This design comes from an exercise in tuning for small area, a short achievable clock period and few clock cycles per item on the open sky130 flow, not from production work. RTL that was checked went through simulation tests only; none was proved equivalent to the original.

==> flow/design.v (excerpt) <==
module img2col (
    input  logic        clk,
    input  logic        nrst,
    input  logic        wb_cyc_i,
    input  logic        wb_stb_i,
    input  logic        wb_we_i,
    input  logic [6:0]  wb_adr_i,
    input  logic [31:0] wb_dat_i,
    output logic        wb_ack_o,
    output logic [31:0] wb_dat_o
);
clock: 10.0 ns
lec_check: 0
abc_clock_period_in_ps: 4500
cap_margin: 10
core_margin: 2
core_utilization: 60
cts_cluster_diameter: 120
cts_cluster_size: 24
setup_slack_margin: 5.0
slew_margin: 10
synth_hierarchical: 1
run.sh (not shown) runs the stock make flow with config.mk's settings and CLKGATE_MAP_FILE= SYNTH_SCRIPT=/design/flow/synth_recipe.tcl, a recipe that flattens the netlist after the stock synthesis.
==> next run, changes <==
--- a/flow/design.v
+++ b/flow/design.v
@@ -20,13 +20,13 @@
     assign idx     = wb_adr_i[4:0];
     assign is_pix  = (wb_adr_i[6:5] == 2'b00) & (idx < 5'd25);
     assign is_wgt  = (wb_adr_i[6:5] == 2'b01) & (idx < 5'd25);
     assign is_ctrl = wb_adr_i == 7'd64;
     assign is_stat = wb_adr_i == 7'd65;
     assign is_res  = wb_adr_i == 7'd66;
-    assign fast_rd = is_stat | is_res;
+    assign fast_rd = wb_adr_i[6:2] == 5'b10000;
     logic       slow1_q, slow2_q;    
     logic [2:0] rgrp_q;
     logic [1:0] rrow_q;
     logic       rpix_q, rwgt_q;
     logic [7:0] pix [0:24];
     logic [7:0] wgt [0:24];
@@ -684,12 +684,21 @@
     input  logic        resv,        
     input  logic [20:0] res,
     output logic        wb_ack_o,
     output logic [31:0] wb_dat_o
 );
     logic fast_rd;
-    assign fast_rd  = (wb_adr_i[6:2] == 5'b10000) & (wb_adr_i[1] ^ wb_adr_i[0]);
+    assign fast_rd  = wb_adr_i[6:2] == 5'b10000;
     assign wb_ack_o = wb_cyc_i & wb_stb_i & (wb_we_i | slow2 | fast_rd);
-    assign wb_dat_o = slow2 ? {{24{rsel[8]}}, rsel[7:0]}
-                    : (wb_adr_i[0] ? {31'd0, done} : ({{11{res[20]}}, res} & {32{resv}}));
+    always_comb
+    begin
+        if (slow2)
+            wb_dat_o = {{24{rsel[8]}}, rsel[7:0]};
+        else if (wb_adr_i[1:0] == 2'b01)
+            wb_dat_o = {31'd0, done};
+        else if (wb_adr_i[1:0] == 2'b10)
+            wb_dat_o = {{11{res[20]}}, res} & {32{resv}};
+        else
+            wb_dat_o = 32'd0;
+    end
 endmodule
 `default_nettype wire
After rerunning: Cell area went up by 0.98%. Non-clock buffer count is unchanged. First-iteration DRC count is higher by 14%. Fmax goes up by 2.1%. Die area rose by 0.55%. Routed wire length is about the same. Worst setup slack is better by 100 ps. Register-to-register slack gains 50 ps. Worst hold slack improves by 6.6 ps.
Function was not checked in any run of this note: the RTL went through the layout flow alone.

--- another note on this design; it stands on its own ---

Design img2col, start of the top module:
module img2col (
    input  logic        clk,
    input  logic        nrst,
    input  logic        wb_cyc_i,
    input  logic        wb_stb_i,
    input  logic        wb_we_i,
    input  logic [6:0]  wb_adr_i,
    input  logic [31:0] wb_dat_i,
    output logic        wb_ack_o,
    output logic [31:0] wb_dat_o
);
Size in the first run: roughly 750 flip-flops, about 77 I/O pins, roughly 37000 um2 of cells after synthesis.
make LEC_CHECK=0 ABC_CLOCK_PERIOD_IN_PS=4500 CAP_MARGIN=10 CORE_MARGIN=2 CORE_UTILIZATION=65 CTS_CLUSTER_DIAMETER=120 CTS_CLUSTER_SIZE=24 SETUP_SLACK_MARGIN=5.0 SLEW_MARGIN=10 SYNTH_HIERARCHICAL=1 finish   # period 10.0 ns
run.sh (not shown) runs the stock make flow with config.mk's settings and CLKGATE_MAP_FILE= SYNTH_SCRIPT=/design/flow/synth_recipe.tcl, a recipe that flattens the netlist after the stock synthesis.
The first run produced a clean layout.
Testbench counts at the start, summed over its fixed seeds: cycles 8,614, windows 1,008.
==> next run, changes <==
Settings changed: CAP_MARGIN 10 to 20, CORE_UTILIZATION 65 to 70, SLEW_MARGIN 10 to 20.
What happened: The changed run completed without violations. Register-to-register slack gets worse by 0.20 ns. Final cell count goes down slightly. Synthesized area does not change. Via count goes up slightly. Worst hold slack gets better by 0.028 ns. Maximum frequency goes up slightly. Final area is about the same. Non-clock buffer count goes up by 11.
==> next run, changes <==
Settings changed: CORE_UTILIZATION 70 to 45.
After rerunning: Setup slack gets worse by 0.0064 ns. Global-route usage is lower by 12 points. Non-clock buffer count is lower by 10. Final cell count is higher by roughly a tenth. Via count is lower by a few percent.
==> next run, changes <==
Settings changed: CTS_CLUSTER_DIAMETER 120 to default, CTS_CLUSTER_SIZE 24 to default.
The changed run ran to the end with no violations; sequential share of layout area drops by 2.2 points; count of clock-buffer cells in the layout climbs by 48; utilization climbs by 2.1 points; via count climbs by about 1.7%; cell area climbs by about 4.3%; fmax climbs by 0.58%; hold slack loses 0.0097 ns.

re-timing with driven ports:
No port has a modelled driver above. Below, the same layouts with a new extraction and two added sets of constraints.
Step 1 sets driving cells, clkbuf_16 on the clock port and buf_2 on the other inputs (assumed; they add their load-dependent delay and slew).
Step 2 moves the port delays by t, midway between the first and last clock arrival at a register: inputs arrive t later, outputs are due t later. That takes back most of the time a late clock gives input paths.
a / b / c = ideal ports / drivers / drivers and shift; a / b = the first two.
| run | shift t [ns] | setup WS [ns] | slew at the worst register clock pin (ns) |
|---|---|---|---|
| the first run of note 1 | 0.647 | 4.882 / 4.849 / 4.459 | 0.11 / 0.11 |
| the second run of note 1 | 0.663 | 4.987 / 4.941 / 4.460 | 0.10 / 0.10 |
| the first run of note 2 | 0.655 | 4.928 / 4.896 / 4.510 | 0.11 / 0.11 |
| the second run of note 2 | 0.671 | 4.974 / 4.937 / 4.493 | 0.10 / 0.10 |
| the third run of note 2 | 0.670 | 4.968 / 4.920 / 4.650 | 0.10 / 0.10 |
| the fourth run of note 2 | 0.683 | 4.997 / 4.934 / 4.676 | 0.06 / 0.06 |
After both steps setup and hold are still met in every run listed. The setup slack of the second run of note 1, which loses most, moves by -0.046 ns with the drivers and by -0.527 ns with both steps.
